Source: an optimization exercise on an open RTL-to-GDS flow (aim: small area, a short achievable clock period and few clock cycles per item). Production flows keep margins and buffers that such runs may drop. The RTL was checked by simulation tests, not by an equivalence proof against the original design. Power figures rest on the tool's default switching activity, not on a simulated workload.

==> design/flow/constraint.sdc <==
create_clock -name core_clock -period 10.0 [get_ports {clock}]
set_input_delay 2.0000 -clock core_clock [delete_from_list [all_inputs] [get_ports {clock}]]
set_output_delay 2.0000 -clock core_clock [all_outputs]
set_load 0.01 [all_outputs]
==> design/flow/run.sh <==
#!/bin/bash
# synth_recipe.tcl (not shown) runs the flow's synth.tcl, then flattens the netlist and writes it again
# the make line also repeats each setting of config.mk as NAME=value (left out here)
make -C /OpenROAD-flow-scripts/flow DESIGN_CONFIG=/design/flow/config.mk WORK_HOME=/design/flow/orfs CLKGATE_MAP_FILE= SYNTH_SCRIPT=/design/flow/synth_recipe.tcl finish
==> design/flow/design.v <==
`default_nettype none
package dtd_pkg;
   localparam int SAMPLE_W    = 16;
   localparam int SUM_W       = 41;
   localparam int LVL_W       = 32;
   localparam int ALPHA_W     = 16;
   localparam int RATIO_W     = 16;
   localparam int SILENCE_W   = 24;
   localparam int CSR_DATA_W  = 24;
   localparam int CSR_IDX_W   = 2;
   localparam logic [ALPHA_W-1:0]   ALPHA_RESET   = 16'd58982;
   localparam logic [RATIO_W-1:0]   RATIO_RESET   = 16'd128;
   localparam logic [SILENCE_W-1:0] SILENCE_RESET = 24'd11;
endpackage
`default_nettype wire
`default_nettype none
module dtd_fa (
   input  wire logic a,
   input  wire logic b,
   input  wire logic c,
   output logic      s,
   output logic      co
);
   assign s  = a ^ b ^ c;
   assign co = (a & b) | (a & c) | (b & c);
endmodule
module dtd_ha (
   input  wire logic a,
   input  wire logic b,
   output logic      s,
   output logic      co
);
   assign s  = a ^ b;
   assign co = a & b;
endmodule
module dtd_sq_tree (
   input  wire logic [14:0] y,
   input  wire logic        s,
   input  wire logic        v,
   input  wire logic [40:0] a,
   input  wire logic [19:0]  ci,
   output logic [40:0]      o,
   output logic [19:0]       co
);
   wire sv = s & v;
   wire dg_0 = y[0] & v;
   wire dg_1 = y[1] & v;
   wire dg_2 = y[2] & v;
   wire dg_3 = y[3] & v;
   wire dg_4 = y[4] & v;
   wire dg_5 = y[5] & v;
   wire dg_6 = y[6] & v;
   wire dg_7 = y[7] & v;
   wire dg_8 = y[8] & v;
   wire dg_9 = y[9] & v;
   wire dg_10 = y[10] & v;
   wire dg_11 = y[11] & v;
   wire dg_12 = y[12] & v;
   wire dg_13 = y[13] & v;
   wire dg_14 = y[14] & v;
   wire pp_0_1 = y[0] & y[1] & v;
   wire pp_0_2 = y[0] & y[2] & v;
   wire pp_0_3 = y[0] & y[3] & v;
   wire pp_0_4 = y[0] & y[4] & v;
   wire pp_0_5 = y[0] & y[5] & v;
   wire pp_0_6 = y[0] & y[6] & v;
   wire pp_0_7 = y[0] & y[7] & v;
   wire pp_0_8 = y[0] & y[8] & v;
   wire pp_0_9 = y[0] & y[9] & v;
   wire pp_0_10 = y[0] & y[10] & v;
   wire pp_0_11 = y[0] & y[11] & v;
   wire pp_0_12 = y[0] & y[12] & v;
   wire pp_0_13 = y[0] & y[13] & v;
   wire pp_0_14 = y[0] & y[14] & v;
   wire pp_1_2 = y[1] & y[2] & v;
   wire pp_1_3 = y[1] & y[3] & v;
   wire pp_1_4 = y[1] & y[4] & v;
   wire pp_1_5 = y[1] & y[5] & v;
   wire pp_1_6 = y[1] & y[6] & v;
   wire pp_1_7 = y[1] & y[7] & v;
   wire pp_1_8 = y[1] & y[8] & v;
   wire pp_1_9 = y[1] & y[9] & v;
   wire pp_1_10 = y[1] & y[10] & v;
   wire pp_1_11 = y[1] & y[11] & v;
   wire pp_1_12 = y[1] & y[12] & v;
   wire pp_1_13 = y[1] & y[13] & v;
   wire pp_1_14 = y[1] & y[14] & v;
   wire pp_2_3 = y[2] & y[3] & v;
   wire pp_2_4 = y[2] & y[4] & v;
   wire pp_2_5 = y[2] & y[5] & v;
   wire pp_2_6 = y[2] & y[6] & v;
   wire pp_2_7 = y[2] & y[7] & v;
   wire pp_2_8 = y[2] & y[8] & v;
   wire pp_2_9 = y[2] & y[9] & v;
   wire pp_2_10 = y[2] & y[10] & v;
   wire pp_2_11 = y[2] & y[11] & v;
   wire pp_2_12 = y[2] & y[12] & v;
   wire pp_2_13 = y[2] & y[13] & v;
   wire pp_2_14 = y[2] & y[14] & v;
   wire pp_3_4 = y[3] & y[4] & v;
   wire pp_3_5 = y[3] & y[5] & v;
   wire pp_3_6 = y[3] & y[6] & v;
   wire pp_3_7 = y[3] & y[7] & v;
   wire pp_3_8 = y[3] & y[8] & v;
   wire pp_3_9 = y[3] & y[9] & v;
   wire pp_3_10 = y[3] & y[10] & v;
   wire pp_3_11 = y[3] & y[11] & v;
   wire pp_3_12 = y[3] & y[12] & v;
   wire pp_3_13 = y[3] & y[13] & v;
   wire pp_3_14 = y[3] & y[14] & v;
   wire pp_4_5 = y[4] & y[5] & v;
   wire pp_4_6 = y[4] & y[6] & v;
   wire pp_4_7 = y[4] & y[7] & v;
   wire pp_4_8 = y[4] & y[8] & v;
   wire pp_4_9 = y[4] & y[9] & v;
   wire pp_4_10 = y[4] & y[10] & v;
   wire pp_4_11 = y[4] & y[11] & v;
   wire pp_4_12 = y[4] & y[12] & v;
   wire pp_4_13 = y[4] & y[13] & v;
   wire pp_4_14 = y[4] & y[14] & v;
   wire pp_5_6 = y[5] & y[6] & v;
   wire pp_5_7 = y[5] & y[7] & v;
   wire pp_5_8 = y[5] & y[8] & v;
   wire pp_5_9 = y[5] & y[9] & v;
   wire pp_5_10 = y[5] & y[10] & v;
   wire pp_5_11 = y[5] & y[11] & v;
   wire pp_5_12 = y[5] & y[12] & v;
   wire pp_5_13 = y[5] & y[13] & v;
   wire pp_5_14 = y[5] & y[14] & v;
   wire pp_6_7 = y[6] & y[7] & v;
   wire pp_6_8 = y[6] & y[8] & v;
   wire pp_6_9 = y[6] & y[9] & v;
   wire pp_6_10 = y[6] & y[10] & v;
   wire pp_6_11 = y[6] & y[11] & v;
   wire pp_6_12 = y[6] & y[12] & v;
   wire pp_6_13 = y[6] & y[13] & v;
   wire pp_6_14 = y[6] & y[14] & v;
   wire pp_7_8 = y[7] & y[8] & v;
   wire pp_7_9 = y[7] & y[9] & v;
   wire pp_7_10 = y[7] & y[10] & v;
   wire pp_7_11 = y[7] & y[11] & v;
   wire pp_7_12 = y[7] & y[12] & v;
   wire pp_7_13 = y[7] & y[13] & v;
   wire pp_7_14 = y[7] & y[14] & v;
   wire pp_8_9 = y[8] & y[9] & v;
   wire pp_8_10 = y[8] & y[10] & v;
   wire pp_8_11 = y[8] & y[11] & v;
   wire pp_8_12 = y[8] & y[12] & v;
   wire pp_8_13 = y[8] & y[13] & v;
   wire pp_8_14 = y[8] & y[14] & v;
   wire pp_9_10 = y[9] & y[10] & v;
   wire pp_9_11 = y[9] & y[11] & v;
   wire pp_9_12 = y[9] & y[12] & v;
   wire pp_9_13 = y[9] & y[13] & v;
   wire pp_9_14 = y[9] & y[14] & v;
   wire pp_10_11 = y[10] & y[11] & v;
   wire pp_10_12 = y[10] & y[12] & v;
   wire pp_10_13 = y[10] & y[13] & v;
   wire pp_10_14 = y[10] & y[14] & v;
   wire pp_11_12 = y[11] & y[12] & v;
   wire pp_11_13 = y[11] & y[13] & v;
   wire pp_11_14 = y[11] & y[14] & v;
   wire pp_12_13 = y[12] & y[13] & v;
   wire pp_12_14 = y[12] & y[14] & v;
   wire pp_13_14 = y[13] & y[14] & v;
   wire cr_0 = s & y[0] & v;
   wire cr_1 = s & y[1] & v;
   wire cr_2 = s & y[2] & v;
   wire cr_3 = s & y[3] & v;
   wire cr_4 = s & y[4] & v;
   wire cr_5 = s & y[5] & v;
   wire cr_6 = s & y[6] & v;
   wire cr_7 = s & y[7] & v;
   wire cr_8 = s & y[8] & v;
   wire cr_9 = s & y[9] & v;
   wire cr_10 = s & y[10] & v;
   wire cr_11 = s & y[11] & v;
   wire cr_12 = s & y[12] & v;
   wire cr_13 = s & y[13] & v;
   wire cr_14 = s & y[14] & v;
   wire n1, n2;
   dtd_ha u_n1 (.a(pp_0_11), .b(pp_1_10), .s(n1), .co(n2));
   wire n3, n4;
   dtd_fa u_n3 (.a(pp_0_13), .b(pp_1_12), .c(pp_2_11), .s(n3), .co(n4));
   wire n5, n6;
   dtd_ha u_n5 (.a(pp_0_14), .b(pp_1_13), .s(n5), .co(n6));
   wire n7, n8;
   dtd_fa u_n7 (.a(pp_1_14), .b(pp_2_13), .c(pp_3_12), .s(n7), .co(n8));
   wire n9, n10;
   dtd_ha u_n9 (.a(pp_0_5), .b(pp_1_4), .s(n9), .co(n10));
   wire n11, n12;
   dtd_fa u_n11 (.a(pp_0_7), .b(pp_1_6), .c(pp_2_5), .s(n11), .co(n12));
   wire n13, n14;
   dtd_ha u_n13 (.a(pp_0_8), .b(pp_1_7), .s(n13), .co(n14));
   wire n15, n16;
   dtd_fa u_n15 (.a(pp_0_9), .b(pp_1_8), .c(pp_2_7), .s(n15), .co(n16));
   wire n17, n18;
   dtd_fa u_n17 (.a(pp_3_6), .b(pp_4_5), .c(dg_5), .s(n17), .co(n18));
   wire n19, n20;
   dtd_fa u_n19 (.a(pp_0_10), .b(pp_1_9), .c(pp_2_8), .s(n19), .co(n20));
   wire n21, n22;
   dtd_ha u_n21 (.a(pp_3_7), .b(pp_4_6), .s(n21), .co(n22));
   wire n23, n24;
   dtd_fa u_n23 (.a(n1), .b(pp_2_9), .c(pp_3_8), .s(n23), .co(n24));
   wire n25, n26;
   dtd_fa u_n25 (.a(pp_4_7), .b(pp_5_6), .c(dg_6), .s(n25), .co(n26));
   wire n27, n28;
   dtd_ha u_n27 (.a(cr_11), .b(a[12]), .s(n27), .co(n28));
   wire n29, n30;
   dtd_fa u_n29 (.a(n2), .b(pp_0_12), .c(pp_1_11), .s(n29), .co(n30));
   wire n31, n32;
   dtd_fa u_n31 (.a(pp_2_10), .b(pp_3_9), .c(pp_4_8), .s(n31), .co(n32));
   wire n33, n34;
   dtd_fa u_n33 (.a(pp_5_7), .b(cr_12), .c(a[13]), .s(n33), .co(n34));
   wire n35, n36;
   dtd_fa u_n35 (.a(n3), .b(pp_3_10), .c(pp_4_9), .s(n35), .co(n36));
   wire n37, n38;
   dtd_fa u_n37 (.a(pp_5_8), .b(pp_6_7), .c(dg_7), .s(n37), .co(n38));
   wire n39, n40;
   dtd_fa u_n39 (.a(cr_13), .b(a[14]), .c(ci[6]), .s(n39), .co(n40));
   wire n41, n42;
   dtd_fa u_n41 (.a(n4), .b(n5), .c(pp_2_12), .s(n41), .co(n42));
   wire n43, n44;
   dtd_fa u_n43 (.a(pp_3_11), .b(pp_4_10), .c(pp_5_9), .s(n43), .co(n44));
   wire n45, n46;
   dtd_fa u_n45 (.a(pp_6_8), .b(cr_14), .c(a[15]), .s(n45), .co(n46));
   wire n47, n48;
   dtd_fa u_n47 (.a(n6), .b(n7), .c(pp_4_11), .s(n47), .co(n48));
   wire n49, n50;
   dtd_fa u_n49 (.a(pp_5_10), .b(pp_6_9), .c(pp_7_8), .s(n49), .co(n50));
   wire n51, n52;
   dtd_fa u_n51 (.a(dg_8), .b(a[16]), .c(ci[7]), .s(n51), .co(n52));
   wire n53, n54;
   dtd_fa u_n53 (.a(n8), .b(pp_2_14), .c(pp_3_13), .s(n53), .co(n54));
   wire n55, n56;
   dtd_fa u_n55 (.a(pp_4_12), .b(pp_5_11), .c(pp_6_10), .s(n55), .co(n56));
   wire n57, n58;
   dtd_ha u_n57 (.a(pp_7_9), .b(a[17]), .s(n57), .co(n58));
   wire n59, n60;
   dtd_fa u_n59 (.a(pp_3_14), .b(pp_4_13), .c(pp_5_12), .s(n59), .co(n60));
   wire n61, n62;
   dtd_fa u_n61 (.a(pp_6_11), .b(pp_7_10), .c(pp_8_9), .s(n61), .co(n62));
   wire n63, n64;
   dtd_fa u_n63 (.a(dg_9), .b(a[18]), .c(ci[8]), .s(n63), .co(n64));
   wire n65, n66;
   dtd_fa u_n65 (.a(pp_4_14), .b(pp_5_13), .c(pp_6_12), .s(n65), .co(n66));
   wire n67, n68;
   dtd_ha u_n67 (.a(pp_7_11), .b(pp_8_10), .s(n67), .co(n68));
   wire n69, n70;
   dtd_fa u_n69 (.a(pp_5_14), .b(pp_6_13), .c(pp_7_12), .s(n69), .co(n70));
   wire n71, n72;
   dtd_fa u_n71 (.a(pp_8_11), .b(pp_9_10), .c(dg_10), .s(n71), .co(n72));
   wire n73, n74;
   dtd_ha u_n73 (.a(pp_6_14), .b(pp_7_13), .s(n73), .co(n74));
   wire n75, n76;
   dtd_fa u_n75 (.a(pp_7_14), .b(pp_8_13), .c(pp_9_12), .s(n75), .co(n76));
   wire n77, n78;
   dtd_ha u_n77 (.a(pp_0_1), .b(dg_1), .s(n77), .co(n78));
   wire n79, n80;
   dtd_fa u_n79 (.a(pp_0_3), .b(pp_1_2), .c(dg_2), .s(n79), .co(n80));
   wire n81, n82;
   dtd_ha u_n81 (.a(pp_0_4), .b(pp_1_3), .s(n81), .co(n82));
   wire n83, n84;
   dtd_fa u_n83 (.a(n9), .b(pp_2_3), .c(dg_3), .s(n83), .co(n84));
   wire n85, n86;
   dtd_ha u_n85 (.a(cr_5), .b(a[6]), .s(n85), .co(n86));
   wire n87, n88;
   dtd_fa u_n87 (.a(n10), .b(pp_0_6), .c(pp_1_5), .s(n87), .co(n88));
   wire n89, n90;
   dtd_fa u_n89 (.a(pp_2_4), .b(cr_6), .c(a[7]), .s(n89), .co(n90));
   wire n91, n92;
   dtd_fa u_n91 (.a(n11), .b(pp_3_4), .c(dg_4), .s(n91), .co(n92));
   wire n93, n94;
   dtd_fa u_n93 (.a(cr_7), .b(a[8]), .c(ci[3]), .s(n93), .co(n94));
   wire n95, n96;
   dtd_fa u_n95 (.a(n12), .b(n13), .c(pp_2_6), .s(n95), .co(n96));
   wire n97, n98;
   dtd_fa u_n97 (.a(pp_3_5), .b(cr_8), .c(a[9]), .s(n97), .co(n98));
   wire n99, n100;
   dtd_fa u_n99 (.a(n14), .b(n15), .c(n17), .s(n99), .co(n100));
   wire n101, n102;
   dtd_fa u_n101 (.a(cr_9), .b(a[10]), .c(ci[4]), .s(n101), .co(n102));
   wire n103, n104;
   dtd_fa u_n103 (.a(n16), .b(n18), .c(n19), .s(n103), .co(n104));
   wire n105, n106;
   dtd_fa u_n105 (.a(n21), .b(cr_10), .c(a[11]), .s(n105), .co(n106));
   wire n107, n108;
   dtd_fa u_n107 (.a(n20), .b(n22), .c(n23), .s(n107), .co(n108));
   wire n109, n110;
   dtd_fa u_n109 (.a(n25), .b(n27), .c(ci[5]), .s(n109), .co(n110));
   wire n111, n112;
   dtd_fa u_n111 (.a(n24), .b(n26), .c(n28), .s(n111), .co(n112));
   wire n113, n114;
   dtd_fa u_n113 (.a(n29), .b(n31), .c(n33), .s(n113), .co(n114));
   wire n115, n116;
   dtd_fa u_n115 (.a(n30), .b(n32), .c(n34), .s(n115), .co(n116));
   wire n117, n118;
   dtd_fa u_n117 (.a(n35), .b(n37), .c(n39), .s(n117), .co(n118));
   wire n119, n120;
   dtd_fa u_n119 (.a(n36), .b(n38), .c(n40), .s(n119), .co(n120));
   wire n121, n122;
   dtd_fa u_n121 (.a(n41), .b(n43), .c(n45), .s(n121), .co(n122));
   wire n123, n124;
   dtd_fa u_n123 (.a(n42), .b(n44), .c(n46), .s(n123), .co(n124));
   wire n125, n126;
   dtd_fa u_n125 (.a(n47), .b(n49), .c(n51), .s(n125), .co(n126));
   wire n127, n128;
   dtd_fa u_n127 (.a(n48), .b(n50), .c(n52), .s(n127), .co(n128));
   wire n129, n130;
   dtd_fa u_n129 (.a(n53), .b(n55), .c(n57), .s(n129), .co(n130));
   wire n131, n132;
   dtd_fa u_n131 (.a(n54), .b(n56), .c(n58), .s(n131), .co(n132));
   wire n133, n134;
   dtd_fa u_n133 (.a(n59), .b(n61), .c(n63), .s(n133), .co(n134));
   wire n135, n136;
   dtd_fa u_n135 (.a(n60), .b(n62), .c(n64), .s(n135), .co(n136));
   wire n137, n138;
   dtd_fa u_n137 (.a(n65), .b(n67), .c(a[19]), .s(n137), .co(n138));
   wire n139, n140;
   dtd_fa u_n139 (.a(n66), .b(n68), .c(n69), .s(n139), .co(n140));
   wire n141, n142;
   dtd_fa u_n141 (.a(n71), .b(a[20]), .c(ci[9]), .s(n141), .co(n142));
   wire n143, n144;
   dtd_fa u_n143 (.a(n70), .b(n72), .c(n73), .s(n143), .co(n144));
   wire n145, n146;
   dtd_fa u_n145 (.a(pp_8_12), .b(pp_9_11), .c(a[21]), .s(n145), .co(n146));
   wire n147, n148;
   dtd_fa u_n147 (.a(n74), .b(n75), .c(pp_10_11), .s(n147), .co(n148));
   wire n149, n150;
   dtd_fa u_n149 (.a(dg_11), .b(a[22]), .c(ci[10]), .s(n149), .co(n150));
   wire n151, n152;
   dtd_fa u_n151 (.a(n76), .b(pp_8_14), .c(pp_9_13), .s(n151), .co(n152));
   wire n153, n154;
   dtd_ha u_n153 (.a(pp_10_12), .b(a[23]), .s(n153), .co(n154));
   wire n155, n156;
   dtd_fa u_n155 (.a(pp_9_14), .b(pp_10_13), .c(pp_11_12), .s(n155), .co(n156));
   wire n157, n158;
   dtd_fa u_n157 (.a(dg_12), .b(a[24]), .c(ci[11]), .s(n157), .co(n158));
   wire n159, n160;
   dtd_ha u_n159 (.a(pp_10_14), .b(pp_11_13), .s(n159), .co(n160));
   wire n161, n162;
   dtd_fa u_n161 (.a(pp_11_14), .b(pp_12_13), .c(dg_13), .s(n161), .co(n162));
   wire n163, n164;
   dtd_ha u_n163 (.a(n77), .b(cr_1), .s(n163), .co(n164));
   wire n165, n166;
   dtd_fa u_n165 (.a(n78), .b(pp_0_2), .c(cr_2), .s(n165), .co(n166));
   wire n167, n168;
   dtd_fa u_n167 (.a(n79), .b(cr_3), .c(a[4]), .s(n167), .co(n168));
   wire n169, n170;
   dtd_fa u_n169 (.a(n80), .b(n81), .c(cr_4), .s(n169), .co(n170));
   wire n171, n172;
   dtd_fa u_n171 (.a(n82), .b(n83), .c(n85), .s(n171), .co(n172));
   wire n173, n174;
   dtd_fa u_n173 (.a(n84), .b(n86), .c(n87), .s(n173), .co(n174));
   wire n175, n176;
   dtd_fa u_n175 (.a(n88), .b(n90), .c(n91), .s(n175), .co(n176));
   wire n177, n178;
   dtd_fa u_n177 (.a(n92), .b(n94), .c(n95), .s(n177), .co(n178));
   wire n179, n180;
   dtd_fa u_n179 (.a(n96), .b(n98), .c(n99), .s(n179), .co(n180));
   wire n181, n182;
   dtd_fa u_n181 (.a(n100), .b(n102), .c(n103), .s(n181), .co(n182));
   wire n183, n184;
   dtd_fa u_n183 (.a(n104), .b(n106), .c(n107), .s(n183), .co(n184));
   wire n185, n186;
   dtd_fa u_n185 (.a(n108), .b(n110), .c(n111), .s(n185), .co(n186));
   wire n187, n188;
   dtd_fa u_n187 (.a(n112), .b(n114), .c(n115), .s(n187), .co(n188));
   wire n189, n190;
   dtd_fa u_n189 (.a(n116), .b(n118), .c(n119), .s(n189), .co(n190));
   wire n191, n192;
   dtd_fa u_n191 (.a(n120), .b(n122), .c(n123), .s(n191), .co(n192));
   wire n193, n194;
   dtd_fa u_n193 (.a(n124), .b(n126), .c(n127), .s(n193), .co(n194));
   wire n195, n196;
   dtd_fa u_n195 (.a(n128), .b(n130), .c(n131), .s(n195), .co(n196));
   wire n197, n198;
   dtd_fa u_n197 (.a(n132), .b(n134), .c(n135), .s(n197), .co(n198));
   wire n199, n200;
   dtd_fa u_n199 (.a(n136), .b(n138), .c(n139), .s(n199), .co(n200));
   wire n201, n202;
   dtd_fa u_n201 (.a(n140), .b(n142), .c(n143), .s(n201), .co(n202));
   wire n203, n204;
   dtd_fa u_n203 (.a(n144), .b(n146), .c(n147), .s(n203), .co(n204));
   wire n205, n206;
   dtd_fa u_n205 (.a(n148), .b(n150), .c(n151), .s(n205), .co(n206));
   wire n207, n208;
   dtd_fa u_n207 (.a(n152), .b(n154), .c(n155), .s(n207), .co(n208));
   wire n209, n210;
   dtd_fa u_n209 (.a(n156), .b(n158), .c(n159), .s(n209), .co(n210));
   wire n211, n212;
   dtd_fa u_n211 (.a(n160), .b(n161), .c(a[26]), .s(n211), .co(n212));
   wire n213, n214;
   dtd_ha u_n213 (.a(n162), .b(pp_12_14), .s(n213), .co(n214));
   wire n215, n216;
   dtd_fa u_n215 (.a(pp_13_14), .b(dg_14), .c(a[28]), .s(n215), .co(n216));
   wire n217, n218;
   dtd_ha u_n217 (.a(dg_0), .b(sv), .s(n217), .co(n218));
   wire n219, n220;
   dtd_ha u_n219 (.a(cr_0), .b(a[1]), .s(n219), .co(n220));
   wire n221, n222;
   dtd_fa u_n221 (.a(n163), .b(a[2]), .c(ci[0]), .s(n221), .co(n222));
   wire n223, n224;
   dtd_fa u_n223 (.a(n164), .b(n165), .c(a[3]), .s(n223), .co(n224));
   wire n225, n226;
   dtd_fa u_n225 (.a(n166), .b(n167), .c(ci[1]), .s(n225), .co(n226));
   wire n227, n228;
   dtd_fa u_n227 (.a(n168), .b(n169), .c(a[5]), .s(n227), .co(n228));
   wire n229, n230;
   dtd_fa u_n229 (.a(n170), .b(n171), .c(ci[2]), .s(n229), .co(n230));
   wire n231, n232;
   dtd_fa u_n231 (.a(n172), .b(n173), .c(n89), .s(n231), .co(n232));
   wire n233, n234;
   dtd_fa u_n233 (.a(n174), .b(n175), .c(n93), .s(n233), .co(n234));
   wire n235, n236;
   dtd_fa u_n235 (.a(n176), .b(n177), .c(n97), .s(n235), .co(n236));
   wire n237, n238;
   dtd_fa u_n237 (.a(n178), .b(n179), .c(n101), .s(n237), .co(n238));
   wire n239, n240;
   dtd_fa u_n239 (.a(n180), .b(n181), .c(n105), .s(n239), .co(n240));
   wire n241, n242;
   dtd_fa u_n241 (.a(n182), .b(n183), .c(n109), .s(n241), .co(n242));
   wire n243, n244;
   dtd_fa u_n243 (.a(n184), .b(n185), .c(n113), .s(n243), .co(n244));
   wire n245, n246;
   dtd_fa u_n245 (.a(n186), .b(n187), .c(n117), .s(n245), .co(n246));
   wire n247, n248;
   dtd_fa u_n247 (.a(n188), .b(n189), .c(n121), .s(n247), .co(n248));
   wire n249, n250;
   dtd_fa u_n249 (.a(n190), .b(n191), .c(n125), .s(n249), .co(n250));
   wire n251, n252;
   dtd_fa u_n251 (.a(n192), .b(n193), .c(n129), .s(n251), .co(n252));
   wire n253, n254;
   dtd_fa u_n253 (.a(n194), .b(n195), .c(n133), .s(n253), .co(n254));
   wire n255, n256;
   dtd_fa u_n255 (.a(n196), .b(n197), .c(n137), .s(n255), .co(n256));
   wire n257, n258;
   dtd_fa u_n257 (.a(n198), .b(n199), .c(n141), .s(n257), .co(n258));
   wire n259, n260;
   dtd_fa u_n259 (.a(n200), .b(n201), .c(n145), .s(n259), .co(n260));
   wire n261, n262;
   dtd_fa u_n261 (.a(n202), .b(n203), .c(n149), .s(n261), .co(n262));
   wire n263, n264;
   dtd_fa u_n263 (.a(n204), .b(n205), .c(n153), .s(n263), .co(n264));
   wire n265, n266;
   dtd_fa u_n265 (.a(n206), .b(n207), .c(n157), .s(n265), .co(n266));
   wire n267, n268;
   dtd_fa u_n267 (.a(n208), .b(n209), .c(a[25]), .s(n267), .co(n268));
   wire n269, n270;
   dtd_fa u_n269 (.a(n210), .b(n211), .c(ci[12]), .s(n269), .co(n270));
   wire n271, n272;
   dtd_fa u_n271 (.a(n212), .b(n213), .c(a[27]), .s(n271), .co(n272));
   wire n273, n274;
   dtd_fa u_n273 (.a(n214), .b(n215), .c(ci[13]), .s(n273), .co(n274));
   wire n275, n276;
   dtd_ha u_n275 (.a(n216), .b(a[29]), .s(n275), .co(n276));
   wire n277, n278;
   dtd_ha u_n277 (.a(a[30]), .b(ci[14]), .s(n277), .co(n278));
   wire n279, n280;
   dtd_ha u_n279 (.a(n217), .b(a[0]), .s(n279), .co(n280));
   wire n281, n282;
   dtd_fa u_n281 (.a(n218), .b(n219), .c(n280), .s(n281), .co(n282));
   wire n283, n284;
   dtd_ha u_n283 (.a(n220), .b(n221), .s(n283), .co(n284));
   wire n285, n286;
   dtd_fa u_n285 (.a(n222), .b(n223), .c(n284), .s(n285), .co(n286));
   wire n287, n288;
   dtd_ha u_n287 (.a(n224), .b(n225), .s(n287), .co(n288));
   wire n289, n290;
   dtd_fa u_n289 (.a(n226), .b(n227), .c(n288), .s(n289), .co(n290));
   wire n291, n292;
   dtd_ha u_n291 (.a(n228), .b(n229), .s(n291), .co(n292));
   wire n293, n294;
   dtd_fa u_n293 (.a(n230), .b(n231), .c(n292), .s(n293), .co(n294));
   wire n295, n296;
   dtd_ha u_n295 (.a(n232), .b(n233), .s(n295), .co(n296));
   wire n297, n298;
   dtd_fa u_n297 (.a(n234), .b(n235), .c(n296), .s(n297), .co(n298));
   wire n299, n300;
   dtd_ha u_n299 (.a(n236), .b(n237), .s(n299), .co(n300));
   wire n301, n302;
   dtd_fa u_n301 (.a(n238), .b(n239), .c(n300), .s(n301), .co(n302));
   wire n303, n304;
   dtd_ha u_n303 (.a(n240), .b(n241), .s(n303), .co(n304));
   wire n305, n306;
   dtd_fa u_n305 (.a(n242), .b(n243), .c(n304), .s(n305), .co(n306));
   wire n307, n308;
   dtd_ha u_n307 (.a(n244), .b(n245), .s(n307), .co(n308));
   wire n309, n310;
   dtd_fa u_n309 (.a(n246), .b(n247), .c(n308), .s(n309), .co(n310));
   wire n311, n312;
   dtd_ha u_n311 (.a(n248), .b(n249), .s(n311), .co(n312));
   wire n313, n314;
   dtd_fa u_n313 (.a(n250), .b(n251), .c(n312), .s(n313), .co(n314));
   wire n315, n316;
   dtd_ha u_n315 (.a(n252), .b(n253), .s(n315), .co(n316));
   wire n317, n318;
   dtd_fa u_n317 (.a(n254), .b(n255), .c(n316), .s(n317), .co(n318));
   wire n319, n320;
   dtd_ha u_n319 (.a(n256), .b(n257), .s(n319), .co(n320));
   wire n321, n322;
   dtd_fa u_n321 (.a(n258), .b(n259), .c(n320), .s(n321), .co(n322));
   wire n323, n324;
   dtd_ha u_n323 (.a(n260), .b(n261), .s(n323), .co(n324));
   wire n325, n326;
   dtd_fa u_n325 (.a(n262), .b(n263), .c(n324), .s(n325), .co(n326));
   wire n327, n328;
   dtd_ha u_n327 (.a(n264), .b(n265), .s(n327), .co(n328));
   wire n329, n330;
   dtd_fa u_n329 (.a(n266), .b(n267), .c(n328), .s(n329), .co(n330));
   wire n331, n332;
   dtd_ha u_n331 (.a(n268), .b(n269), .s(n331), .co(n332));
   wire n333, n334;
   dtd_fa u_n333 (.a(n270), .b(n271), .c(n332), .s(n333), .co(n334));
   wire n335, n336;
   dtd_ha u_n335 (.a(n272), .b(n273), .s(n335), .co(n336));
   wire n337, n338;
   dtd_fa u_n337 (.a(n274), .b(n275), .c(n336), .s(n337), .co(n338));
   wire n339, n340;
   dtd_ha u_n339 (.a(n276), .b(n277), .s(n339), .co(n340));
   wire n341, n342;
   dtd_fa u_n341 (.a(n278), .b(a[31]), .c(n340), .s(n341), .co(n342));
   wire n343, n344;
   dtd_ha u_n343 (.a(a[32]), .b(ci[15]), .s(n343), .co(n344));
   wire n345, n346;
   dtd_ha u_n345 (.a(a[33]), .b(n344), .s(n345), .co(n346));
   wire n347, n348;
   dtd_ha u_n347 (.a(a[34]), .b(ci[16]), .s(n347), .co(n348));
   wire n349, n350;
   dtd_ha u_n349 (.a(a[35]), .b(n348), .s(n349), .co(n350));
   wire n351, n352;
   dtd_ha u_n351 (.a(a[36]), .b(ci[17]), .s(n351), .co(n352));
   wire n353, n354;
   dtd_ha u_n353 (.a(a[37]), .b(n352), .s(n353), .co(n354));
   wire n355, n356;
   dtd_ha u_n355 (.a(a[38]), .b(ci[18]), .s(n355), .co(n356));
   wire n357, n358;
   dtd_ha u_n357 (.a(a[39]), .b(n356), .s(n357), .co(n358));
   wire n359, n360;
   dtd_ha u_n359 (.a(a[40]), .b(ci[19]), .s(n359), .co(n360));
   assign o = {n359, n357, n355, n353, n351, n349, n347, n345, n343, n341, n339, n337, n335, n333, n331, n329, n327, n325, n323, n321, n319, n317, n315, n313, n311, n309, n307, n305, n303, n301, n299, n297, n295, n293, n291, n289, n287, n285, n283, n281, n279};
   assign co = {n358, n354, n350, n346, n342, n338, n334, n330, n326, n322, n318, n314, n310, n306, n302, n298, n294, n290, n286, n282};
endmodule
module dtd_resolve (
   input  wire logic [40:0] a,
   input  wire logic [19:0]  c,
   output logic [40:0]      r
);
   logic [20:0] cin;
   assign cin[0] = 1'b0;
   assign cin[1] = c[0] | (cin[0] & (&a[1:0]));
   assign cin[2] = c[1] | (cin[1] & (&a[3:2]));
   assign cin[3] = c[2] | (cin[2] & (&a[5:4]));
   assign cin[4] = c[3] | (cin[3] & (&a[7:6]));
   assign cin[5] = c[4] | (cin[4] & (&a[9:8]));
   assign cin[6] = c[5] | (cin[5] & (&a[11:10]));
   assign cin[7] = c[6] | (cin[6] & (&a[13:12]));
   assign cin[8] = c[7] | (cin[7] & (&a[15:14]));
   assign cin[9] = c[8] | (cin[8] & (&a[17:16]));
   assign cin[10] = c[9] | (cin[9] & (&a[19:18]));
   assign cin[11] = c[10] | (cin[10] & (&a[21:20]));
   assign cin[12] = c[11] | (cin[11] & (&a[23:22]));
   assign cin[13] = c[12] | (cin[12] & (&a[25:24]));
   assign cin[14] = c[13] | (cin[13] & (&a[27:26]));
   assign cin[15] = c[14] | (cin[14] & (&a[29:28]));
   assign cin[16] = c[15] | (cin[15] & (&a[31:30]));
   assign cin[17] = c[16] | (cin[16] & (&a[33:32]));
   assign cin[18] = c[17] | (cin[17] & (&a[35:34]));
   assign cin[19] = c[18] | (cin[18] & (&a[37:36]));
   assign cin[20] = c[19] | (cin[19] & (&a[39:38]));
   assign r[1:0] = a[1:0];
   assign r[3:2] = a[3:2] + 2'(cin[1]);
   assign r[5:4] = a[5:4] + 2'(cin[2]);
   assign r[7:6] = a[7:6] + 2'(cin[3]);
   assign r[9:8] = a[9:8] + 2'(cin[4]);
   assign r[11:10] = a[11:10] + 2'(cin[5]);
   assign r[13:12] = a[13:12] + 2'(cin[6]);
   assign r[15:14] = a[15:14] + 2'(cin[7]);
   assign r[17:16] = a[17:16] + 2'(cin[8]);
   assign r[19:18] = a[19:18] + 2'(cin[9]);
   assign r[21:20] = a[21:20] + 2'(cin[10]);
   assign r[23:22] = a[23:22] + 2'(cin[11]);
   assign r[25:24] = a[25:24] + 2'(cin[12]);
   assign r[27:26] = a[27:26] + 2'(cin[13]);
   assign r[29:28] = a[29:28] + 2'(cin[14]);
   assign r[31:30] = a[31:30] + 2'(cin[15]);
   assign r[33:32] = a[33:32] + 2'(cin[16]);
   assign r[35:34] = a[35:34] + 2'(cin[17]);
   assign r[37:36] = a[37:36] + 2'(cin[18]);
   assign r[39:38] = a[39:38] + 2'(cin[19]);
   assign r[40:40] = a[40:40] + 1'(cin[20]);
endmodule
`default_nettype wire
`default_nettype none
module dtd_div4 (
   input  wire logic [10:0] rem,
   input  wire logic [1:0]  nxt,
   input  wire logic [10:0] d,
   input  wire logic [12:0] d3,
   output logic [10:0]      rem_o,
   output logic [1:0]       q_o
);
   logic [12:0] t;
   logic [13:0] c1, c2, c3;
   assign t  = {rem, nxt};
   assign c1 = {1'b0, t} - {3'b0, d};
   assign c2 = {1'b0, t} - {2'b0, d, 1'b0};
   assign c3 = {1'b0, t} - {1'b0, d3};
   always_comb begin
      if (!c3[13]) begin
         q_o   = 2'd3;
         rem_o = c3[10:0];
      end else if (!c2[13]) begin
         q_o   = 2'd2;
         rem_o = c2[10:0];
      end else if (!c1[13]) begin
         q_o   = 2'd1;
         rem_o = c1[10:0];
      end else begin
         q_o   = 2'd0;
         rem_o = t[10:0];
      end
   end
endmodule
`default_nettype wire
`default_nettype none
module double_talk_detector_unit (
   input  wire logic         clock,
   input  wire logic         reset,
   input  wire logic         req_valid,
   output logic              req_ready,
   input  wire logic [15:0]  req_far_sample,
   input  wire logic [15:0]  req_mic_sample,
   input  wire logic         req_frame_end,
   output logic              rsp_valid,
   input  wire logic         rsp_ready,
   output logic [1:0]        rsp_talk_state,
   output logic              rsp_adapt_hold,
   input  wire logic         csr_write_enable,
   input  wire logic [1:0]   csr_index,
   input  wire logic [23:0]  csr_write_data
);
   localparam int NB = 20;    
   localparam logic [1:0] A_IDLE = 2'd0;
   localparam logic [1:0] A_DIV  = 2'd1;
   localparam logic [1:0] A_DONE = 2'd2;
   localparam logic [2:0] B_IDLE = 3'd0;
   localparam logic [2:0] B_FAR  = 3'd1;
   localparam logic [2:0] B_MIC  = 3'd2;
   localparam logic [2:0] B_RAT  = 3'd3;
   localparam logic [2:0] B_OUT  = 3'd4;
   logic [15:0]   alpha_ff;
   logic [15:0]   ratio_ff;
   logic [23:0]   silence_ff;
   logic          ready_ff;
   logic          in_v_ff, in_last_ff;
   logic [14:0]   in_fy_ff, in_my_ff;
   logic          in_fs_ff, in_ms_ff;
   logic [9:0]    cnt_ff, dcnt_ff;
   logic          full_ff;
   logic          zap_ff;
   logic [40:0]   fsum_ff, msum_ff;
   logic [NB-1:0] fcb_ff, mcb_ff;
   logic [1:0]    a_st_ff;
   logic [3:0]    a_cnt_ff;
   logic [10:0]   div_ff;
   logic [12:0]   div3_ff;
   logic [10:0]   frem_ff, mrem_ff;
   logic [29:0]   fq_ff, mq_ff;
   logic [2:0]    b_ph_ff;
   logic [3:0]    b_j_ff;
   logic [32:0]   acc_ff;
   logic [30:0]   flvl_ff, mlvl_ff;
   logic          out_valid_ff;
   logic [1:0]    talk_ff;
   always_ff @(posedge clock) begin
      if (reset) begin
         alpha_ff   <= dtd_pkg::ALPHA_RESET;
         ratio_ff   <= dtd_pkg::RATIO_RESET;
         silence_ff <= dtd_pkg::SILENCE_RESET;
      end else if (csr_write_enable) begin
         case (csr_index)
            2'd0:    alpha_ff   <= csr_write_data[15:0];
            2'd1:    ratio_ff   <= csr_write_data[15:0];
            2'd2:    silence_ff <= csr_write_data;
            default: ;
         endcase
      end
   end
   logic          accept, keep_in, load, clr;
   logic [9:0]    cnt_in;
   logic [40:0]   fsum_in, msum_in, fsum_o, msum_o, fres, mres;
   logic [NB-1:0] fcb_in, mcb_in, fcb_o, mcb_o;
   logic          full_in;
   assign accept  = req_valid && ready_ff;
   assign cnt_in  = (in_v_ff && in_last_ff) ? 10'd0 : cnt_ff + {9'd0, in_v_ff};
   assign keep_in = accept && (req_frame_end || !(&cnt_in));
   assign clr     = load || zap_ff;
   assign fsum_in = clr ? 41'd0 : fsum_ff;
   assign msum_in = clr ? 41'd0 : msum_ff;
   assign fcb_in  = clr ? '0 : fcb_ff;
   assign mcb_in  = clr ? '0 : mcb_ff;
   dtd_sq_tree u_ftree (
      .y  (in_fy_ff),
      .s  (in_fs_ff),
      .v  (in_v_ff),
      .a  (fsum_in),
      .ci (fcb_in),
      .o  (fsum_o),
      .co (fcb_o)
   );
   dtd_sq_tree u_mtree (
      .y  (in_my_ff),
      .s  (in_ms_ff),
      .v  (in_v_ff),
      .a  (msum_in),
      .ci (mcb_in),
      .o  (msum_o),
      .co (mcb_o)
   );
   dtd_resolve u_fres (.a(fsum_ff), .c(fcb_ff), .r(fres));
   dtd_resolve u_mres (.a(msum_ff), .c(mcb_ff), .r(mres));
   assign full_in = (full_ff && !load) || (in_v_ff && in_last_ff);
   always_ff @(posedge clock) begin
      in_fy_ff   <= req_far_sample[14:0] ^ {15{req_far_sample[15]}};
      in_fs_ff   <= req_far_sample[15];
      in_my_ff   <= req_mic_sample[14:0] ^ {15{req_mic_sample[15]}};
      in_ms_ff   <= req_mic_sample[15];
      in_last_ff <= req_frame_end;
      fsum_ff    <= fsum_o;
      msum_ff    <= msum_o;
      fcb_ff     <= fcb_o;
      mcb_ff     <= mcb_o;
      if (in_v_ff && in_last_ff) begin
         dcnt_ff <= cnt_ff;
      end
      if (reset) begin
         in_v_ff <= 1'b0;
         cnt_ff  <= '0;
         full_ff <= 1'b0;
         zap_ff  <= 1'b1;
      end else begin
         in_v_ff <= keep_in;
         full_ff <= full_in;
         zap_ff  <= 1'b0;
         cnt_ff  <= cnt_in;
      end
   end
   logic [1:0]  a_st_in;
   logic [10:0] frem_o, mrem_o;
   logic [1:0]  fq_o, mq_o;
   logic        b_fin;
   assign load = full_ff && (a_st_ff == A_IDLE);
   dtd_div4 u_fdiv (
      .rem   (frem_ff),
      .nxt   (fq_ff[29:28]),
      .d     (div_ff),
      .d3    (div3_ff),
      .rem_o (frem_o),
      .q_o   (fq_o)
   );
   dtd_div4 u_mdiv (
      .rem   (mrem_ff),
      .nxt   (mq_ff[29:28]),
      .d     (div_ff),
      .d3    (div3_ff),
      .rem_o (mrem_o),
      .q_o   (mq_o)
   );
   always_comb begin
      a_st_in = a_st_ff;
      case (a_st_ff)
         A_IDLE:  if (full_ff) a_st_in = A_DIV;
         A_DIV:   if (a_cnt_ff == 4'd14) a_st_in = A_DONE;
         A_DONE:  if (b_fin) a_st_in = A_IDLE;
         default: a_st_in = A_IDLE;
      endcase
   end
   always_ff @(posedge clock) begin
      if (load) begin
         frem_ff  <= fres[40:30];
         fq_ff    <= fres[29:0];
         mrem_ff  <= mres[40:30];
         mq_ff    <= mres[29:0];
         div_ff   <= {1'b0, dcnt_ff} + 11'd2;
         div3_ff  <= {3'b0, dcnt_ff} + {2'b0, dcnt_ff, 1'b0} + 13'd6;
         a_cnt_ff <= '0;
      end else if (a_st_ff == A_DIV) begin
         frem_ff  <= frem_o;
         fq_ff    <= {fq_ff[27:0], fq_o};
         mrem_ff  <= mrem_o;
         mq_ff    <= {mq_ff[27:0], mq_o};
         a_cnt_ff <= a_cnt_ff + 4'd1;
      end
      if (reset) begin
         a_st_ff <= A_IDLE;
      end else begin
         a_st_ff <= a_st_in;
      end
   end
   logic [2:0]  b_ph_in;
   logic [3:0]  b_j_in;
   logic        out_free;
   logic        far_on, mic_on, hit;
   logic [1:0]  talk_new;
   typedef struct packed {
      logic yf1, yf2, ym1, ym2, yfq, ymq, yneg;
      logic xacc, xf, xm;
      logic ash, ans, ainit;
      logic wf, wm;
   } ctl_type;
   ctl_type     ctl_ff, ctl_in;
   logic [3:0]  bidx_in;
   logic [15:0] mval_in;
   logic [2:0]  trip_in;
   logic        d_one, d_two, d_neg;
   always_comb begin
      b_ph_in = b_ph_ff;
      b_j_in  = b_j_ff + 4'd1;
      case (b_ph_ff)
         B_IDLE: begin
            b_j_in = '0;
            if (a_st_ff == A_DONE) b_ph_in = B_FAR;
         end
         B_FAR, B_MIC, B_RAT: begin
            if (b_j_ff == 4'd10) begin
               b_j_in  = '0;
               b_ph_in = (b_ph_ff == B_FAR) ? B_MIC :
                         (b_ph_ff == B_MIC) ? B_RAT : B_OUT;
            end
         end
         B_OUT: begin
            b_j_in = '0;
            if (out_free) b_ph_in = B_IDLE;
         end
         default: begin
            b_j_in  = '0;
            b_ph_in = B_IDLE;
         end
      endcase
   end
   always_comb begin
      mval_in = (b_ph_in == B_RAT) ? ratio_ff : alpha_ff;
      bidx_in = (b_ph_in == B_RAT && b_j_in > 4'd5) ? b_j_in - 4'd2 : b_j_in - 4'd1;
      case (bidx_in)
         4'd0:    trip_in = {mval_in[1], mval_in[0], 1'b0};
         4'd1:    trip_in = mval_in[3:1];
         4'd2:    trip_in = mval_in[5:3];
         4'd3:    trip_in = mval_in[7:5];
         4'd4:    trip_in = mval_in[9:7];
         4'd5:    trip_in = mval_in[11:9];
         4'd6:    trip_in = mval_in[13:11];
         4'd7:    trip_in = mval_in[15:13];
         default: trip_in = {2'b00, mval_in[15]};
      endcase
      d_one = (trip_in == 3'b001) || (trip_in == 3'b010) ||
              (trip_in == 3'b101) || (trip_in == 3'b110);
      d_two = (trip_in == 3'b011) || (trip_in == 3'b100);
      d_neg = trip_in[2] && (trip_in != 3'b111);
      ctl_in = '0;
      case (b_ph_in)
         B_FAR, B_MIC: begin
            if (b_j_in == 4'd0) begin
               ctl_in.yfq  = (b_ph_in == B_FAR);
               ctl_in.ymq  = (b_ph_in == B_MIC);
               ctl_in.yneg = 1'b1;
               ctl_in.xf   = (b_ph_in == B_FAR);
               ctl_in.xm   = (b_ph_in == B_MIC);
               ctl_in.wf   = (b_ph_in == B_FAR);
               ctl_in.wm   = (b_ph_in == B_MIC);
            end else if (b_j_in == 4'd10) begin
               ctl_in.yfq  = (b_ph_in == B_FAR);
               ctl_in.ymq  = (b_ph_in == B_MIC);
               ctl_in.xacc = 1'b1;
               ctl_in.wf   = (b_ph_in == B_FAR);
               ctl_in.wm   = (b_ph_in == B_MIC);
            end else begin
               ctl_in.yf1  = d_one && (b_ph_in == B_FAR);
               ctl_in.yf2  = d_two && (b_ph_in == B_FAR);
               ctl_in.ym1  = d_one && (b_ph_in == B_MIC);
               ctl_in.ym2  = d_two && (b_ph_in == B_MIC);
               ctl_in.yneg = d_neg;
               ctl_in.xacc = (b_j_in != 4'd1);
               ctl_in.ash  = (b_j_in != 4'd9);
               ctl_in.ans  = (b_j_in == 4'd9);
            end
         end
         B_RAT: begin
            if (b_j_in == 4'd0) begin
               ctl_in.ainit = 1'b1;
            end else if (b_j_in == 4'd5) begin
               ctl_in.ym1  = 1'b1;
               ctl_in.yneg = 1'b1;
               ctl_in.xacc = 1'b1;
               ctl_in.ans  = 1'b1;
            end else begin
               ctl_in.yf1  = d_one;
               ctl_in.yf2  = d_two;
               ctl_in.yneg = d_neg;
               ctl_in.xacc = 1'b1;
               ctl_in.ash  = (b_j_in != 4'd10);
               ctl_in.ans  = (b_j_in == 4'd10);
            end
         end
         default: ;
      endcase
   end
   logic [33:0] xop, ysel, yop, sum;
   assign xop  = ({34{ctl_ff.xacc}} & {acc_ff[32], acc_ff}) |
                 ({34{ctl_ff.xf}} & {{3{flvl_ff[30]}}, flvl_ff}) |
                 ({34{ctl_ff.xm}} & {{3{mlvl_ff[30]}}, mlvl_ff});
   assign ysel = ({34{ctl_ff.yf1}} & {{3{flvl_ff[30]}}, flvl_ff}) |
                 ({34{ctl_ff.yf2}} & {{2{flvl_ff[30]}}, flvl_ff, 1'b0}) |
                 ({34{ctl_ff.ym1}} & {{3{mlvl_ff[30]}}, mlvl_ff}) |
                 ({34{ctl_ff.ym2}} & {{2{mlvl_ff[30]}}, mlvl_ff, 1'b0}) |
                 ({34{ctl_ff.yfq}} & {4'd0, fq_ff}) |
                 ({34{ctl_ff.ymq}} & {4'd0, mq_ff});
   assign yop  = ysel ^ {34{ctl_ff.yneg}};
   assign sum  = xop + yop + {33'd0, ctl_ff.yneg};
   assign b_fin    = (b_ph_ff == B_MIC) && (b_j_ff == 4'd10);
   assign out_free = !out_valid_ff || rsp_ready;
   assign far_on   = (flvl_ff[29:0] > {6'd0, silence_ff});
   assign mic_on   = (mlvl_ff[29:0] > {6'd0, silence_ff});
   assign hit      = acc_ff[32];
   assign talk_new = (far_on && mic_on && hit) ? 2'd3 :
                     far_on ? 2'd1 :
                     mic_on ? 2'd2 : 2'd0;
   always_ff @(posedge clock) begin
      if (reset) begin
         ctl_ff <= '0;
      end else begin
         ctl_ff <= ctl_in;
      end
      if (ctl_ff.ainit) begin
         acc_ff <= {17'd0, ratio_ff};
      end else if (ctl_ff.ash) begin
         acc_ff <= {sum[33], sum[33:2]};
      end else if (ctl_ff.ans) begin
         acc_ff <= sum[32:0];
      end
      if (reset) begin
         flvl_ff <= '0;
         mlvl_ff <= '0;
      end else begin
         if (ctl_ff.wf) flvl_ff <= sum[30:0];
         if (ctl_ff.wm) mlvl_ff <= sum[30:0];
      end
      if (reset) begin
         b_ph_ff      <= B_IDLE;
         b_j_ff       <= '0;
         out_valid_ff <= 1'b0;
      end else begin
         b_ph_ff <= b_ph_in;
         b_j_ff  <= b_j_in;
         if (b_ph_ff == B_OUT && out_free) begin
            out_valid_ff <= 1'b1;
            talk_ff      <= talk_new;
         end else if (rsp_ready) begin
            out_valid_ff <= 1'b0;
         end
      end
   end
   assign rsp_valid      = out_valid_ff;
   assign rsp_talk_state = talk_ff;
   assign rsp_adapt_hold = talk_ff[1];
   logic full1, idle1, full2, idle2;
   assign full1 = full_in;
   assign idle1 = (a_st_in == A_IDLE);
   assign full2 = (full1 && !idle1) || (keep_in && req_frame_end);
   assign idle2 = (idle1 && !full1) ||
                  (b_ph_in == B_MIC && b_j_in == 4'd10);
   always_ff @(posedge clock) begin
      if (reset) begin
         ready_ff <= 1'b1;
      end else begin
         ready_ff <= !(full2 && !idle2);
      end
   end
   assign req_ready = ready_ff;
endmodule
`default_nettype wire
==> design/flow/config.mk <==
export PLATFORM = sky130hd
export DESIGN_NAME = double_talk_detector_unit
export DESIGN_NICKNAME = double_talk_detector_unit
export VERILOG_FILES = /design/flow/design.v
export SDC_FILE = /design/flow/constraint.sdc
export NUM_CORES = 4
export LEC_CHECK = 0
export ABC_CLOCK_PERIOD_IN_PS = 4000
export CAP_MARGIN = 20
export CORE_MARGIN = 2
export CORE_UTILIZATION = 40
export PLACE_DENSITY = 0.6
export SETUP_SLACK_MARGIN = 5
export SLEW_MARGIN = 20
export SYNTH_HIERARCHICAL = 1
==> metrics.md <==
| Metric | Value |
|---|---|
| Period utilization | a little under half |
| Busiest grt layer | met2 |
| Total grt overflow | 0 |
| Largest net degree at the start of global routing | around 220 |
| Combinational power share | between 20% and 30% |
| Final wirelength | 93500 um |
| Vias in the first global route | 26400 |
| Hold crit path type | flip-flop to flip-flop |
| CP Launch Type | flip-flop |
| Syn Area/Cell | 9.944 um2 |
| Rows | 111 |
| Unrepaired setup endpoints after global routing | no |
| Worst Clk Skew | 0.04475 ns |
| Worst VDD drop | 126.0 uV |
| Nets | 4192 |
| Syn Std Cell Area | roughly 37000 um2 |
| Number of flops mapped to enable cells by yosys | ~130 |
| H-tree Lvls | 2 |
| Max-slew headroom | 31.92% |
| Cell-internal power | 3.901 mW |
| Tightest Pin Transition | 1.018 ns |
| Reg area | 10600 um2 |
| Area of the multi-input gates | between 20000 and 25000 um2 |
| Peak Freq | approximately 210 MHz |
| Via count | 26350 |
| FF+latch count, synth | 463 |
| Drt pass-1 iters | 8 |
| CTS sink cnt | 463 |
| Max Root-Sink Buffers | 3 |
| Synth Flop Type | dfxtp_1 |
| Initial Util | 40.26% |
| Routed length per instance | 19.58 um |
| Met3 Usage GRT | 2.698% |
| Status | finished clean |
| Buffers and inverters on the worst path | 3 |
| Boundary pin count | just under 70 |
| Die area | 94570 um2 |
| Synth Warn # | 8 |
| Gr usage total | 19.81% |
| CTS Buf Count | 56 |
| Req. time, crit path | approximately 11 ns |
| Worst setup margin | 5.248 ns |
| Synth area leader | dfxtp_1 |
| Hold Fails Final Rpt | 0 |
| Critical setup path kind | flip-flop to flip-flop |
| Cell family with most CP delay | adder cells |
| Post-route ant nets | 0 |
| Post-Synthesis Cells | 3706 |
| First-pass GRT wire length | 149700 um |
| Met2 Use GR | 31.99% |
| Detailed Place HPWL | 68970 um |
| CP max stage cell | fa_1 |
| Port bufs | 68 |
| Fraction of layout cells with a size suffix above 1 | about 8.6% |
| Die Y | a little over 300 um |
| Clock latency (worst-skew pair) | 0.64 ns |
| Sw power | 1.724 mW |
| Core footprint | 91520 um2 |
| Pwr/cell area | between 100 and 150 nW/um2 |
| Initial antenna violation count | 0 |
| Post-route setup TNS | 0 ns |
| Number of vias per cell | 5.517 |
| Root Buffer | clkbuf_16 |
| Arr. time, crit path | 5.26 ns |
| CP Capture Type | flip-flop |
| Clk pin slew, worst setup/hold paths | 0.07 ns |
| Pins over their slew limit | 0 |
| GPL Wtd Cong | 0.8805 |
| Remaining DRCs | 0 |
| Net Sw Frac | 30.65% |
| Slowest cell delay on critical path | 0.55 ns |
| Die W | about 310 um |
| # setup viols final | 0 |
| Ys async rst share | 0% |
| Clk pwr share | 37.2% |
| Fill count | 8762 |
| Top cells by area, synth | dfxtp_1, fa_1, edfxtp_1 |
| CP Cell Sequence | nor3b_2, buf_4, nor2_4, buf_4, buf_6, and2_1, fa_1, fa_1, fa_1, fa_1, ha_1, fa_1 |
| Initial drt markers | 2179 |
| CTS tree | built |
| Register area share after synthesis | 28.74% |
| Area fraction of the dominant cell type after synthesis | about 18% |
| Area growth, synth to finish | 6.645% |
| Max cap viols | 0 |
| Worst path most repeated cell | fa_1 |
| Synth cell types | 90 |
| Dpl ws | around 5.0 ns |
| Met1 GRT Util | 27.58% |
| Hold_ws | 0.4481 ns |
| Cts hold-fix bufs | 0 |
| Leakage | roughly 18 nW |
| # diodes | 0 |
| Sequential power share | 42.3% |
| Final min period | 4.752 ns |
| Worst-path fanout max | 67 |
[registers in the layout (all words and copies together) (netlist names), 11 cells and up]
signal and count:
in_fy_ff 15, acc_ff 33, div3_ff 12, fq_ff 30
ctl_ff 13, fsum_ff 41, in_my_ff 15, ratio_ff 16
fcb_ff 20, mcb_ff 20, frem_ff 11, mrem_ff 11
msum_ff 41, alpha_ff 16, silence_ff 24, mlvl_ff 31
mq_ff 30, flvl_ff 31
[cell usage after synthesis (102+ instances only)]
library cell,count
fa_1,278
clkbuf_1,111
and3_1,219
dfxtp_1,331
xor2_1,102
nand2_1,238
and2_1,157
ha_1,308
mux2i_1,102
inv_1,164
buf_4,130
a21oi_1,162
nor2_1,194
edfxtp_1,132
[power groups by stage]
| stage | combinational (mW) | clock, mW | sequential [mW] |
|---|---|---|---|
| floorplan | 1.15 | 0 | 2.29 |
| CTS | 1.17 | 2.14 | 2.38 |
| finish | 1.16 | 2.09 | 2.38 |
| detailed placement | 1.16 | 0 | 2.41 |
| global route | 1.34 | 2.21 | 2.41 |
| global placement | 1.14 | 0 | 2.42 |
[path summary, 6_finish.rpt]
kind	from	end	slack, ns	cells past startpoint
max	full_ff	msum_ff[17]	5.25	12
min	cnt_ff[0]	dcnt_ff[0]	0.45	0
max reg2reg	full_ff	msum_ff[17]	5.25	12
min reg2reg	cnt_ff[0]	dcnt_ff[0]	0.45	0
[metrics by stage]
stage                     std cells  cell area [um2]  power [mW]  utilization, %
after floorplan                3707            36860       3.438               -
after global placement         4670            37390       3.557           40.85
after detailed placement       4670            37390       3.575           40.85
after CTS                      4776            39280       5.690           42.91
after global routing           4776            39300       5.961           42.94
final                          4776            39300       5.625           42.94
[modules after synthesis, one instance, submodules excluded]
| module | flip-flops and latches | times used |
|---|---|---|
| double_talk_detector_unit | 463 | 1 |
| dtd_div4 | 0 | 2 |
| dtd_fa | 0 | 270 |
| dtd_ha | 0 | 90 |
| dtd_resolve | 0 | 2 |
| dtd_sq_tree | 0 | 2 |
[final cells by class]
class | instances | area share [%]
Clock buffer | 75 | 4.008
Clock inverter | 31 | 0.7800
Inverter | 167 | 1.595
Multi-Input combinational cell | 2761 | 60.62
Sequential cell | 463 | 26.97
Tap cell | 1186 | 3.776
Timing Repair Buffer | 93 | 2.254
[routing by layer]
layer / vias to the layer above / part of all wire (%)
met5: - / 0
met4: 0 / 2.8
met3: 126 / 4.6
met2: 600 / 46
met1: 12910 / 47
li1: 12710 / -
[logic make-up (layout without fill, tap and decap cells)]
family | count (synthesis) | after routing | synth area share [%]
AOI/OAI and AO/OA | 668 | 668 | 12.56
xor gates and xnor gates | 195 | 195 | 4.635
adders and majority gates | 586 | 586 | 25.56
buffers and inverters | 483 | 366 | 6.716
DFF | 463 | 463 | 28.74
muxes | 202 | 202 | 5.898
other | 1 | 2 | 0.01018
and+or+nand+nor | 1108 | 1108 | 15.89
[what timing repair did]
item / in CTS / in global routing
gates resized for setup: 1 / 5
setup buffers: 0 / 0
cloned: 0 / 0
endpoints found under the setup margin: 2 / 47
[cells in the final DEF, fill, tap and decap left out, drive strengths merged, types with 90 or more instances in the layout]
cell,instances
nand2,238
ha,308
xnor2,93
nor2,196
and2,159
a22oi,90
mux2,99
fa,278
edfxtp,132
inv,174
xor2,102
dfxtp,331
and3,247
mux2i,102
a21oi,165
Testbench counts, summed over its fixed seeds: cycles 29,390, items 384.

re-timing with driven ports:
Ports are ideal in the flow. The routed layout listed here was re-timed in OpenROAD. Step 1 (the two cells are an assumption about what drives the block):
set clk [get_ports {clock}]
set_driving_cell -lib_cell sky130_fd_sc_hd__clkbuf_16 $clk
set_driving_cell -lib_cell sky130_fd_sc_hd__buf_2 [delete_from_list [all_inputs] $clk]
Step 2 times the ports against the registers' clock, not the clock port: input delays grow and output delays shrink by t, the midpoint of the rising clock arrivals with the driver on. Three values: no drivers, after step 1, after step 2; two values: the first two.
shift t [ns]: 0.680
setup WS [ns]: 5.248 / 5.248 / 5.248
hold slack, ns: 0.448 / 0.448 / 0.448
worst register clock-pin slew, ns: 0.07 / 0.07
After both steps this run still meets setup and hold. The setup slack of this run moves by 0.000 ns with the drivers and by 0.000 ns with both steps.
